From an optimization exercise on the open Yosys and OpenROAD flow, aimed at small area, a short achievable clock period and few clock cycles; shortcuts taken in it are not production practice.
Function was checked by simulation only, so behaviour that the tests miss may differ from the original.
No activity file was given, so power comes from the tool's default toggle rates.

$ cat design/flow/config.mk
export PLATFORM = sky130hd
export DESIGN_NAME = exec_core
export DESIGN_NICKNAME = exec_core
export VERILOG_FILES = /design/flow/design.v
export SDC_FILE = /design/flow/constraint.sdc
export NUM_CORES = 8
export LEC_CHECK = 0
export CAP_MARGIN = 20
export CORE_MARGIN = 2
export CORE_UTILIZATION = 60
export CTS_CLUSTER_DIAMETER = 90
export CTS_CLUSTER_SIZE = 24
export PLACE_DENSITY = 0.72
export SLEW_MARGIN = 20
export SYNTH_HIERARCHICAL = 1
$ cat design/flow/flow/run.sh
#!/bin/bash
# Own layout flow: the standard flow (standard.sh: the standard synthesis
# and every step unchanged), with one change made through ORFS's own
# BUFFER_PORTS_ARGS variable: every input and output port is buffered by
# sky130_fd_sc_hd__buf_2 (buffer_ports otherwise picks a slow delay cell).
set -euo pipefail
export BUFFER_PORTS_ARGS="-buffer_cell sky130_fd_sc_hd__buf_2"
bash standard.sh > standard.log 2>&1
$ cat design/flow/standard.sh
#!/bin/bash
# synth_recipe.tcl (not shown) runs the flow's synth.tcl, then flattens the netlist and writes it again
# the make line also repeats each setting of config.mk as NAME=value (left out here)
make -C /OpenROAD-flow-scripts/flow DESIGN_CONFIG=/design/flow/config.mk WORK_HOME=/design/flow/orfs CLKGATE_MAP_FILE= SYNTH_SCRIPT=/design/flow/synth_recipe.tcl "${@:-finish}"
$ cat design/flow/design.v
package mips_pkg;
  typedef logic [31:0] word_t;
  typedef logic [4:0]  reg_idx_t;
  localparam int RETIRE_CREDIT_MAX = 4;
endpackage
`timescale 1ns/1ps
module rca #(
  parameter int W = 32
) (
  input  logic [W-1:0] a,
  input  logic [W-1:0] b,
  input  logic         ci,
  output logic [W-1:0] s,
  output logic         co
);
  logic [W:0] c;
  assign c[0] = ci;
  for (genvar i = 0; i < W; i++) begin : g_bit
    assign s[i]   = a[i] ^ b[i] ^ c[i];
    assign c[i+1] = (a[i] & b[i]) | (a[i] & c[i]) | (b[i] & c[i]);
  end
  assign co = c[W];
endmodule
`timescale 1ns/1ps
module aoi222 (
  input  logic a1,
  input  logic a2,
  input  logic b1,
  input  logic b2,
  input  logic c1,
  input  logic c2,
  output logic y
);
  assign y = !((a1 & a2) | (b1 & b2) | (c1 & c2));
endmodule
module aoi22 (
  input  logic a1,
  input  logic a2,
  input  logic b1,
  input  logic b2,
  output logic y
);
  assign y = !((a1 & a2) | (b1 & b2));
endmodule
module ao22 (
  input  logic a1,
  input  logic a2,
  input  logic b1,
  input  logic b2,
  output logic y
);
  assign y = (a1 & a2) | (b1 & b2);
endmodule
module oh_or #(
  parameter int N = 64
) (
  input  logic [N-1:0] sel,
  input  logic [N-1:0] d,
  output logic         y
);
  localparam int G = N / 3;
  localparam int R = N % 3;
  logic [G:0] yn;
  for (genvar g = 0; g < G; g++) begin : g_aoi
    aoi222 u_aoi (
      .a1(sel[3*g]),   .a2(d[3*g]),
      .b1(sel[3*g+1]), .b2(d[3*g+1]),
      .c1(sel[3*g+2]), .c2(d[3*g+2]),
      .y(yn[g])
    );
  end
  if (R == 2) begin : g_r2
    aoi22 u_aoi (.a1(sel[N-2]), .a2(d[N-2]), .b1(sel[N-1]), .b2(d[N-1]), .y(yn[G]));
  end else if (R == 1) begin : g_r1
    assign yn[G] = !(sel[N-1] & d[N-1]);
  end else begin : g_r0
    assign yn[G] = 1'b1;
  end
  assign y = !(&yn);
endmodule
`timescale 1ns/1ps
module exec_core (
  input  logic     clk,
  input  logic     arst_n,
  input  logic     instr_valid,
  input  mips_pkg::word_t    instr_word,
  input  mips_pkg::word_t    instr_pc,
  output logic     instr_credit,
  output logic     retire_valid,
  output mips_pkg::word_t    retire_pc,
  output mips_pkg::word_t    retire_next_pc,
  output logic     retire_wr_en,
  output mips_pkg::reg_idx_t retire_wr_idx,
  output mips_pkg::word_t    retire_wr_data,
  output logic     retire_store,
  output mips_pkg::word_t    retire_addr,
  output mips_pkg::word_t    retire_store_data,
  output logic     retire_syscall,
  output logic     retire_illegal,
  input  logic     retire_credit
);
  function automatic [32:0] add32(input [31:0] a, input [31:0] b, input ci);
    reg c;
    integer i;
    begin
      c = ci;
      for (i = 0; i < 32; i = i + 1) begin
        add32[i] = a[i] ^ b[i] ^ c;
        c = (a[i] & b[i]) | (a[i] & c) | (b[i] & c);
      end
      add32[32] = c;
    end
  endfunction
  function automatic [36:0] add36(input [35:0] a, input [35:0] b);
    reg c;
    integer i;
    begin
      c = 1'b0;
      for (i = 0; i < 36; i = i + 1) begin
        add36[i] = a[i] ^ b[i] ^ c;
        c = (a[i] & b[i]) | (a[i] & c) | (b[i] & c);
      end
      add36[36] = c;
    end
  endfunction
  function automatic [31:0] inc32(input [31:0] x, input ci);
    reg c;
    integer i;
    begin
      c = ci;
      for (i = 0; i < 32; i = i + 1) begin
        inc32[i] = x[i] ^ c;
        c = x[i] & c;
      end
    end
  endfunction
  function automatic [5:0] lzc32(input [31:0] v);
    integer i;
    begin
      lzc32 = 6'd32;
      for (i = 0; i < 32; i = i + 1) if (v[i]) lzc32 = 31 - i;
    end
  endfunction
  function automatic [31:0] rev32(input [31:0] v);
    integer i;
    begin
      for (i = 0; i < 32; i = i + 1) rev32[i] = v[31-i];
    end
  endfunction
  logic        ir_v;
  logic [31:0] ir_w;
  logic [31:0] ir_pc;
  logic        cq;           
  logic        fc;           
  logic        r_v;
  logic [2:0]  rc;           
  logic [31:0] r_pc, r_npc, r_data, r_addr;
  logic        r_wen, r_store, r_sys, r_ill;
  logic [4:0]  r_widx;
  logic [5:0] op, fn;
  logic [4:0] f_rs, f_rt, f_rd, f_sh;
  logic [15:0] f_imm;
  logic sp;
  logic s_add, s_sub, s_and, s_or, s_slt, s_sll, s_sra, s_mult, s_div, s_mfhi, s_mflo, s_jr, s_sys;
  logic i_addi, i_andi, i_ori, i_lui, i_lw, i_sw, i_j, i_jal, i_beq, i_bne, i_blez, i_bgtz, i_bltz;
  logic d_wr_en, d_illegal, d_br, d_mf, d_md;
  assign op    = ir_w[31:26];
  assign fn    = ir_w[5:0];
  assign f_rs  = ir_w[25:21];
  assign f_rt  = ir_w[20:16];
  assign f_rd  = ir_w[15:11];
  assign f_sh  = ir_w[10:6];
  assign f_imm = ir_w[15:0];
  assign sp    = (op == 6'h00);
  assign s_add  = sp && (fn == 6'h20 || fn == 6'h21);
  assign s_sub  = sp && (fn == 6'h22 || fn == 6'h23);
  assign s_and  = sp && (fn == 6'h24);
  assign s_or   = sp && (fn == 6'h25);
  assign s_slt  = sp && (fn == 6'h2a);
  assign s_sll  = sp && (fn == 6'h00);
  assign s_sra  = sp && (fn == 6'h03);
  assign s_mult = sp && (fn == 6'h18);
  assign s_div  = sp && (fn == 6'h1a);
  assign s_mfhi = sp && (fn == 6'h10);
  assign s_mflo = sp && (fn == 6'h12);
  assign s_jr   = sp && (fn == 6'h08);
  assign s_sys  = sp && (fn == 6'h0c);
  assign i_addi = (op == 6'h08 || op == 6'h09);
  assign i_andi = (op == 6'h0c);
  assign i_ori  = (op == 6'h0d);
  assign i_lui  = (op == 6'h0f);
  assign i_lw   = (op == 6'h23);
  assign i_sw   = (op == 6'h2b);
  assign i_j    = (op == 6'h02) || (op == 6'h03);
  assign i_jal  = (op == 6'h03);
  assign i_beq  = (op == 6'h04);
  assign i_bne  = (op == 6'h05);
  assign i_blez = (op == 6'h06);
  assign i_bgtz = (op == 6'h07);
  assign i_bltz = (op == 6'h01) && (f_rt == 5'd0);
  assign d_br      = i_beq || i_bne || i_blez || i_bgtz || i_bltz;
  assign d_mf      = s_mfhi || s_mflo;
  assign d_md      = s_mult || s_div;
  assign d_wr_en   = s_add || s_sub || s_and || s_or || s_slt || s_sll || s_sra || d_mf ||
                     i_addi || i_andi || i_ori || i_lui || i_lw || i_jal;
  assign d_illegal = !(d_wr_en || d_md || s_jr || s_sys || i_sw || i_j || d_br);
  logic md_busy, md_busy_next;
  logic stall;
  logic x_go;
  logic [2:0] rc_next;
  logic ir_v_next, fc_next;
  logic [2:0] rc_next_c, rc_next_nc;
  logic rc_ok_next, in_mf, held_mf, cq_in, cq_held, cq_next;
  assign stall = d_mf && md_busy;
  assign x_go  = ir_v && !stall && (rc > {2'b00, r_v});
  assign rc_next_c  = (rc == 3'd4 && !r_v) ? 3'd4 : rc + {2'b00, !r_v};
  assign rc_next_nc = rc - {2'b00, r_v};
  assign rc_next    = retire_credit ? rc_next_c : rc_next_nc;
  assign rc_ok_next = retire_credit ? (rc_next_c > {2'b00, x_go}) : (rc_next_nc > {2'b00, x_go});
  function automatic is_mf(input [31:0] w);
    is_mf = (w[31:26] == 6'h00) && (w[5:4] == 2'b01) && !w[3] && !w[2] && !w[0];
  endfunction
  assign in_mf   = is_mf(instr_word);
  assign held_mf = is_mf(ir_w);
  assign ir_v_next = instr_valid || (ir_v && !x_go);
  assign fc_next   = (fc || cq) && !instr_valid;
  assign cq_in   = !(in_mf && md_busy_next) && rc_ok_next;
  assign cq_held = !(fc || cq) && (!(ir_v && !x_go) || (!(held_mf && md_busy_next) && rc_ok_next));
  assign cq_next = instr_valid ? cq_in : cq_held;
  always_ff @(posedge clk or negedge arst_n) begin
    if (!arst_n) begin
      ir_v <= 1'b0;
      cq   <= 1'b0;
      fc   <= 1'b0;
      r_v  <= 1'b0;
      rc   <= 3'd0;
    end else begin
      ir_v <= ir_v_next;
      fc   <= fc_next;
      cq   <= cq_next;
      r_v  <= x_go;
      rc   <= rc_next;
    end
  end
  logic        ir_ld, ir_ld_n;
  logic [31:0] ir_w_d, ir_pc_d;
  assign ir_ld   = !ir_v || x_go;
  assign ir_ld_n = !ir_ld;
  for (genvar j = 0; j < 32; j++) begin : g_ir
    ao22 u_w  (.a1(ir_ld), .a2(instr_word[j]), .b1(ir_ld_n), .b2(ir_w[j]),  .y(ir_w_d[j]));
    ao22 u_pc (.a1(ir_ld), .a2(instr_pc[j]),   .b1(ir_ld_n), .b2(ir_pc[j]), .y(ir_pc_d[j]));
  end
  always_ff @(posedge clk) begin
    ir_w  <= ir_w_d;
    ir_pc <= ir_pc_d;
  end
  logic [31:1] vld;
  logic [31:1] sel_a, sel_b;
  logic [31:1] rwe, rwe_n;
  logic [31:0] rs_val, rt_val;
  logic [4:0]  wr_idx;
  logic [31:0] res;           
  logic        rf_we;
  assign wr_idx = i_jal ? 5'd31 : (sp ? f_rd : f_rt);
  assign rf_we  = x_go && d_wr_en && (wr_idx != 5'd0);
  always_ff @(posedge clk or negedge arst_n) begin
    if (!arst_n) vld <= '0;
    else if (rf_we) vld[wr_idx] <= 1'b1;
  end
  for (genvar i = 1; i < 32; i++) begin : g_gpr
    logic [31:0] q;
    logic [31:0] d;
    assign rwe[i]   = rf_we && (wr_idx == i);
    assign rwe_n[i] = !rwe[i];
    for (genvar j = 0; j < 32; j++) begin : g_bit
      ao22 u_ld (.a1(rwe[i]), .a2(res[j]), .b1(rwe_n[i]), .b2(q[j]), .y(d[j]));
    end
    always_ff @(posedge clk) q <= d;
    assign sel_a[i] = (f_rs == i) && vld[i];
    assign sel_b[i] = (f_rt == i) && vld[i];
  end
  for (genvar j = 0; j < 32; j++) begin : g_rd
    logic [31:1] col;
    for (genvar i = 1; i < 32; i++) begin : g_col
      assign col[i] = g_gpr[i].q[j];
    end
    oh_or #(.N(31)) u_ra (.sel(sel_a), .d(col), .y(rs_val[j]));
    oh_or #(.N(31)) u_rb (.sel(sel_b), .d(col), .y(rt_val[j]));
  end
  logic [31:0] pc4, pc4_hi;
  logic [32:0] sum_c;
  logic [31:0] imm_s, opb, add_a, sum;
  logic        sub;
  logic        lt;
  assign pc4_hi = inc32({2'b00, ir_pc[31:2]}, 1'b1);
  assign pc4   = {pc4_hi[29:0], ir_pc[1:0]};
  assign imm_s = {{16{f_imm[15]}}, f_imm};
  assign sub   = s_sub || s_slt;
  always_comb begin
    if (d_br)                   opb = {imm_s[29:0], 2'b00};
    else if (i_andi || i_ori)   opb = {16'h0000, f_imm};
    else if (i_addi || i_lw || i_sw) opb = imm_s;
    else                        opb = rt_val;
  end
  assign add_a = d_br ? pc4 : rs_val;
  assign sum_c = add32(add_a, opb ^ {32{sub}}, sub);
  assign sum   = sum_c[31:0];
  assign lt    = (rs_val[31] != rt_val[31]) ? rs_val[31] : sum[31];
  logic [31:0] hi, lo;       
  logic [31:0] d;            
  logic [31:0] m;            
  logic [5:0]  cnt;          
  logic        div_mode;
  logic        hi_neg, lo_neg;
  logic        zero;         
  logic        na_en, na_ci, nb_en;
  logic [31:0] na_x, na_out, nb_out;
  logic [5:0]  la, lb, jd;
  logic        bz, b1, a_lt_b;
  logic [4:0]  md_amt;
  logic [5:0]  cnt_init;
  logic        md_start;
  logic [31:0] md_val;
  assign na_x   = d_mf ? (s_mflo ? lo : hi) : rs_val;
  assign na_en  = d_mf ? (s_mflo ? lo_neg : hi_neg) : rs_val[31];
  assign na_ci  = !d_mf || s_mflo || div_mode || (lo == 32'd0);
  assign na_out = inc32(na_x ^ {32{na_en}}, na_en && na_ci);
  assign md_val = zero ? 32'd0 : na_out;
  assign nb_en  = d_md && rt_val[31];
  assign nb_out = inc32(rt_val ^ {32{nb_en}}, nb_en);
  assign la       = lzc32(na_out);
  assign lb       = lzc32(nb_out);
  assign bz       = lb[5];
  assign b1       = (lb == 6'd31);               
  assign jd       = lb - la;                 
  assign a_lt_b   = la > lb;
  assign md_amt   = s_div ? jd[4:0] : {lb[4:2], 2'b00};
  assign cnt_init = s_div ? ((bz || b1 || a_lt_b) ? 6'd0 : ({1'b0, jd[4:0]} + 6'd1))
                          : ((bz || la[5]) ? 6'd0 : (6'd8 - {3'b000, lb[4:2]}));
  assign md_start = x_go && d_md;
  logic [31:0] sh_in;
  logic [4:0]  sh_amt;
  logic [32:0] sh_out;
  logic [31:0] sra_res;
  assign sh_in   = s_sra ? rev32(nb_out) : nb_out;
  assign sh_amt  = d_md ? md_amt : f_sh;
  assign sh_out  = {1'b0, sh_in} << sh_amt;
  assign sra_res = rev32(sh_out[31:0]) | ({32{rt_val[31]}} & ~(32'hffff_ffff >> f_sh));
  logic [32:0] t1;
  logic        q1;
  logic [31:0] r1;
  always_comb begin
    t1 = add32(hi, ~d, 1'b1);
    q1 = t1[32];
    r1 = q1 ? t1[31:0] : hi;
  end
  logic [36:0] p1, p2, p3, p4;
  logic        pc_any;
  logic [31:0] hi_up;
  always_comb begin
    p1 = add36({lo, 4'h0}, {4'h0, m & {32{d[28]}}});
    p2 = add36(p1[35:0], {3'h0, m & {32{d[29]}}, 1'b0});
    p3 = add36(p2[35:0], {2'h0, m & {32{d[30]}}, 2'b00});
    p4 = add36(p3[35:0], {1'h0, m & {32{d[31]}}, 3'b000});
    pc_any = p1[36] || p2[36] || p3[36] || p4[36];
    hi_up  = inc32({4'h0, hi[27:0]}, pc_any);
  end
  always_ff @(posedge clk or negedge arst_n) begin
    if (!arst_n) begin
      cnt  <= '0;
      zero <= 1'b1;
    end else if (md_start) begin
      cnt  <= cnt_init;
      zero <= 1'b0;
    end else if (cnt != 6'd0) begin
      cnt <= cnt - 6'd1;
    end
  end
  always_ff @(posedge clk) begin
    if (md_start) begin
      div_mode <= s_div;
      m        <= na_out;
      d        <= sh_out[31:0];
      if (s_div) begin
        hi     <= b1 ? 32'd0 : na_out;
        lo     <= bz ? 32'hffff_ffff : (b1 ? na_out : 32'd0);
        hi_neg <= rs_val[31];
        lo_neg <= (rs_val[31] ^ rt_val[31]) && !bz;
      end else begin
        hi     <= '0;
        lo     <= '0;
        hi_neg <= rs_val[31] ^ rt_val[31];
        lo_neg <= rs_val[31] ^ rt_val[31];
      end
    end else if (cnt != 6'd0) begin
      if (div_mode) begin
        hi <= r1;
        lo <= {lo[30:0], q1};
        d  <= {1'b0, d[31:1]};
      end else begin
        hi <= {hi_up[27:0], p4[35:32]};
        lo <= p4[31:0];
        d  <= {d[27:0], 4'h0};
      end
    end
  end
  assign md_busy      = (cnt != 6'd0);
  assign md_busy_next = md_start ? (cnt_init != 6'd0) : (cnt > 6'd1);
  logic [63:0] msel, mwe, mwe_n;
  logic [31:0] mem_rd;
  for (genvar i = 0; i < 64; i++) begin : g_mem
    logic [31:0] q;
    logic [31:0] d;
    assign msel[i]  = (sum[7:2] == i);
    assign mwe[i]   = x_go && i_sw && msel[i];
    assign mwe_n[i] = !mwe[i];
    for (genvar j = 0; j < 32; j++) begin : g_bit
      ao22 u_ld (.a1(mwe[i]), .a2(rt_val[j]), .b1(mwe_n[i]), .b2(q[j]), .y(d[j]));
    end
    always_ff @(posedge clk) q <= d;
  end
  for (genvar j = 0; j < 32; j++) begin : g_mrd
    logic [63:0] col;
    for (genvar i = 0; i < 64; i++) begin : g_col
      assign col[i] = g_mem[i].q[j];
    end
    oh_or #(.N(64)) u_rd (.sel(msel), .d(col), .y(mem_rd[j]));
  end
  logic eq, az, taken;
  logic [31:0] next_pc;
  always_comb begin
    res = '0;
    if (s_add || s_sub || i_addi) res = res | sum;
    if (s_and || i_andi)          res = res | (rs_val & opb);
    if (s_or || i_ori)            res = res | (rs_val | opb);
    if (s_slt)                    res = res | {31'd0, lt};
    if (s_sll)                    res = res | sh_out[31:0];
    if (s_sra)                    res = res | sra_res;
    if (i_lui)                    res = res | {f_imm, 16'h0000};
    if (i_lw)                     res = res | mem_rd;
    if (i_jal)                    res = res | pc4;
    if (d_mf)                     res = res | md_val;
    if (i_sw)                     res = res | rt_val;
  end
  assign eq    = (rs_val == rt_val);
  assign az    = (rs_val == 32'd0);
  assign taken = (i_beq && eq) || (i_bne && !eq) || (i_blez && (rs_val[31] || az)) ||
                 (i_bgtz && !rs_val[31] && !az) || (i_bltz && rs_val[31]);
  always_comb begin
    if (s_jr)       next_pc = rs_val;
    else if (i_j)   next_pc = {pc4[31:28], ir_w[25:0], 2'b00};
    else if (taken) next_pc = sum;
    else            next_pc = pc4;
  end
  always_ff @(posedge clk) begin
    r_pc    <= ir_pc;
    r_npc   <= next_pc;
    r_data  <= res;
    r_addr  <= sum;
    r_wen   <= d_wr_en;
    r_widx  <= wr_idx;
    r_store <= i_sw;
    r_sys   <= s_sys;
    r_ill   <= d_illegal;
  end
  assign instr_credit      = cq;
  assign retire_valid      = r_v;
  assign retire_pc         = r_pc;
  assign retire_next_pc    = r_npc;
  assign retire_wr_en      = r_wen;
  assign retire_wr_idx     = r_widx;
  assign retire_wr_data    = r_data;
  assign retire_store      = r_store;
  assign retire_addr       = r_addr;
  assign retire_store_data = r_data;
  assign retire_syscall    = r_sys;
  assign retire_illegal    = r_ill;
endmodule
$ cat design/flow/constraint.sdc
create_clock -name core_clock -period 125.0 [get_ports {clk}]
set_input_delay 25.0000 -clock core_clock [delete_from_list [all_inputs] [get_ports {clk}]]
set_output_delay 25.0000 -clock core_clock [all_outputs]
set_load 0.01 [all_outputs]
==> results.txt <==
## synth_stat cells (22+ instances only)
| library cell | count |
|---|---|
| a221o_1 | 46 |
| a221oi_1 | 23 |
| inv_1 | 277 |
| nand3_1 | 133 |
| a211oi_1 | 81 |
| o211ai_1 | 25 |
| buf_1 | 25 |
| nand2b_1 | 22 |
| ha_1 | 165 |
| dfrtp_1 | 44 |
| edfxtp_1 | 131 |
| a2111o_1 | 64 |
| and2_1 | 84 |
| nand4_1 | 289 |
| fa_1 | 183 |
| buf_4 | 39 |
| nor2b_1 | 23 |
| o21ai_0 | 253 |
| nor4_1 | 75 |
| clkbuf_1 | 169 |
| a22o_1 | 3117 |
| buf_2 | 24 |
| nand2_1 | 704 |
| nor2_1 | 255 |
| dfxtp_1 | 3241 |
| a222oi_1 | 1328 |
| mux2i_1 | 147 |
| a21oi_1 | 89 |
| xnor2_1 | 103 |
| and3_1 | 73 |
| nor3_1 | 68 |
| xor2_1 | 46 |
| a21o_1 | 71 |
## worst min path at each step
stage	start	to	slack (ns)	cells past startpoint
after floorplan	ir_pc[3]	r_pc[3]	0.35	0
after global placement	ir_pc[28]	r_pc[28]	0.38	0
after detailed placement	ir_pc[4]	r_pc[4]	0.38	0
after CTS	ir_pc[4]	r_pc[4]	0.38	0
after global routing	ir_pc[4]	r_pc[4]	0.40	0
final	ir_pc[31]	r_pc[31]	0.39	0
## area by class of cell
cell class | instances | area share
well taps | 2992 | 0.0250
diodes | 27 | 0.000452
clock buffers | 176 | 0.0285
inverters | 278 | 0.00698
flip-flops and latches | 3417 | 0.468
clock inverters | 22 | 0.00270
repair buffers | 775 | 0.0364
multi-input cells | 7744 | 0.432
## cells in the final DEF, fill, tap and decap left out, drive strengths merged, types with 13 or more instances in the layout
| cell type | n |
|---|---|
| dfxtp | 3241 |
| a22o | 3117 |
| a222oi | 1328 |
| buf | 772 |
| nand2 | 706 |
| nand4 | 289 |
| inv | 264 |
| o21ai | 259 |
| nor2 | 257 |
| fa | 183 |
| clkbuf | 179 |
| ha | 165 |
| mux2i | 147 |
| nand3 | 133 |
| edfxtp | 131 |
| xnor2 | 103 |
| a21oi | 93 |
| and2 | 86 |
| a211oi | 83 |
| nor4 | 77 |
| and3 | 73 |
| a21o | 71 |
| nor3 | 68 |
| a2111o | 64 |
| xor2 | 46 |
| a221o | 46 |
| dfrtp | 44 |
| clkinv | 35 |
| diode | 27 |
| o211ai | 26 |
| a221oi | 24 |
| nor2b | 23 |
| nand2b | 23 |
| a22oi | 21 |
| mux2 | 18 |
| o21a | 17 |
| a31oi | 15 |
| o31ai | 14 |
| o22ai | 13 |
## per-module statistics from Yosys (local to each module, per instance), excerpt
module | area (um2) | flip-flops and latches | cells inside
ao22 | 8.76 | 0 | 1
aoi222 | 10.0 | 0 | 1
exec_core | 92500 | 3417 | 6743
## metrics by stage
stage | cells | setup slack [ns] | utilization | total power, uW
final | 15400 | 98.54 | 0.664 | 2720
after floorplan | 11700 | 98.77 | - | 1730
after global routing | 15400 | 98.51 | 0.664 | 2810
after detailed placement | 15200 | 98.38 | 0.642 | 2080
after global placement | 15200 | 98.37 | 0.641 | 2060
after CTS | 15400 | 98.52 | 0.663 | 2680
## cell families (layout without fill, tap and decap cells)
group,count (synthesis),after routing
AOI/OAI and AO/OA,5265,5265
other,0,27
and+or+nand+nor,1812,1812
muxes,170,170
xor gates and xnor gates,149,149
buffers and inverters,542,1251
adders and majority gates,348,348
DFF,3417,3417
## power by group through the flow
stage,clock network [uW],logic (uW),registers [uW]
global placement,0,810,1250
CTS,610,841,1230
global route,648,930,1230
floorplan,0,502,1230
detailed placement,0,831,1250
finish,613,872,1230
## layer usage
layer  track usage  vias up
met4         0.354       42
met5       0.00891        -
met3         0.183     2582
met2         0.687    11600
li1              -    50800
met1         0.631    62400
==> impl_metrics.csv <==
group,metric,value,unit
outcome,outcome,"finished clean",
cells_and_area,reg_top3,"g_mem.q x2048, g_gpr.q x992",
critical_path,worstReg2RegStart,"d[29]",
critical_path,worst_r2r_endpoint,"hi[31]",
critical_path,critPathCapture,"retire_valid",
die,dieArea,231000,um2
logic_synthesis,ys_seq_area_frac,0.513,
power_and_ir_drop,power_switching,1010,uW
logic_synthesis,yosys_most_used_dff,"dfxtp_1",
logic_synthesis,synth_top_area_frac,0.476,
sta,hold_viol_final,0,
critical_path,cp_max_fo,3,
die,die_w,481,um
logic_synthesis,syn_inst,11700,
sta,worst_pin_slew,1.20,ns
logic_synthesis,synth_top_family_by_area,"compound AO/OA/AOI/OAI gates",
logic_synthesis,synth_compound_area_frac,0.340,
drt,finalWirelength,598000,um
logic_synthesis,synth_edf_count,131,
sta,hold_ws,0.386,ns
critical_path,worstPathArrival,1.46,ns
sta,min_period,26.46,ns
drt,wl_met1,210000,um
critical_path,crit_path_start,"r_v",
drt,routed.top_layer,"met5",
power_and_ir_drop,p_clk_frac,0.226,
power_and_ir_drop,leakage,0.0594,uW
global_routing,antenna_found_initial,51,
logic_synthesis,yosys-top-cells-area,"dfxtp_1 (48%), a22o_1 (20%), a222oi_1 (9.8%)",
clock_network,cts_inserted_buffers,165,
logic_synthesis,synth-seq-cells,3417,
cells_and_area,drive_above_1_share,0.0976,
clock_network,cts_resized,0,
drt,drtAntennaViolNets,0,
drt,drt-vias-per-instance,8.26,
die,start_util,0.605,
power_and_ir_drop,seqPwrFrac,0.453,
drt,drt_first_pass_iters,15,
critical_path,critPathLaunchType,"register",
cells_and_area,syn_to_final_growth,9.79,%
logic_synthesis,syn_area,136000,um2
critical_path,crit_type,"reg -> out",
cells_and_area,fill_cells,17300,
placed_design,place.gp.congestion,1.04,
critical_path,reg2regPathDepth,72,
critical_path,worst-path-stages,1,
clock_network,postCtsHoldBufs,0,
global_routing,grt_use_total,0.495,
power_and_ir_drop,intPower,1710,uW
clock_network,clockBufferDepth,3,
logic_synthesis,synth_fa_ha_area_frac,0.0420,
sta,clock_skew,0.0680,ns
logic_synthesis,syn-num-nets,12100,
power_and_ir_drop,powerDensity,18.2,nW/um2
drt,drt_iter0_drc,28300,
cells_and_area,multi_input_area,64700,um2
critical_path,ff2ff_setup_slack,101.69,ns
logic_synthesis,synth_mux_area_frac,0.0131,
job,cap_violations,0,
critical_path,cp-end-kind,"primary output",
logic_synthesis,ys_types,100,
sta,maxSlewViolCount,0,
drt,wl_met3,93700,um
cells_and_area,largest_reg_flops,2048,
logic_synthesis,synth_area_per_cell,11.6,um2
placed_design,post-dp-hpwl,381000,um
min_path,hold_class,"reg -> reg",
global_routing,grt_pass1_wl,854000,um
clock_network,numClockSinks,3417,
logic_synthesis,synth_xor_area_frac,0.00958,
global_routing,overflow,0,
drt,wl_per_cell,38.7,um
placed_design,portBuffers,238,
clock_network,htreeDepth,4,
global_routing,grt_pass1_vias,120000,
logic_synthesis,ys_warn_count,7,
critical_path,slowest_stage,"dfrtp_1",
clock_network,tritoncts,"yes",
global_routing,grt_max_degree,96,
drt,drcViolationCount,0,
sta,timing.slew.headroom,0.186,
sta,timing.fmax,37.8,MHz
sta,finalCritPeriodShare,0.212,
die,rows,174,
sta,rsz0062_at_grt,"no",
cells_and_area,regMostFlops,"g_mem.q",
clock_network,clk_pin_slew,0.09,ns
logic_synthesis,ys_async_sr_fraction,0.0132,
cells_and_area,nNetsFinal,12800,
critical_path,cp_top_family,"flip-flops",
die,fp.dieH,481,um
critical_path,path_cells,"buf_2",
critical_path,crit_required,100.00,ns
clock_network,post_cts_buffers,0,
critical_path,critPathMaxStageDelay,0.41,ns
sta,setup-tns-final,0,ns
placed_design,post_dp_cell_area,145000,um2
drt,vias,127000,
power_and_ir_drop,combPwrFrac,0.321,
die,core-area,225000,um2
clock_network,clock_latency,0.91,ns
power_and_ir_drop,swShare,0.371,
cells_and_area,regArea,69900,um2
drt,route.met2.wl,240000,um
cells_and_area,stdcell_area,150000,um2
sta,setup_viol,0,
logic_synthesis,yosys.area_share.simple,0.0650,
logic_synthesis,yosysTopAreaCell,"dfxtp_1",
critical_path,path_buf_inv,1,
die,pin_count,239,
clock_network,cts_root_buf,"clkbuf_16",
power_and_ir_drop,ir_drop,19.3,uV
Testbench counts, summed over its fixed seeds: cycles 16,359.

## separate check: timing with driven ports
In the flow no input, the clock included, has a driving cell. The finished layout below was timed again as built, in two steps.
Step 1: set_driving_cell puts a clkbuf_16 on clk and a buf_2 on each other input, an assumption about the parent block.
Step 2 moves the port delays by t, midway between the first and last clock arrival at a register: inputs arrive t later, outputs are due t later. That takes back most of the time a late clock gives input paths.
Slacks: ideal ports / drivers / drivers and shift; pairs: ideal ports / drivers.
t (ns): 0.987
setup WS [ns]: 98.538 / 98.430 / 98.260
worst register clock-pin slew, ns: 0.11 / 0.11
worst slew at a driven data input, ns: 0.11
After both steps this run still meets setup and hold. The setup slack of this run moves by -0.108 ns with the drivers and by -0.278 ns with both steps.
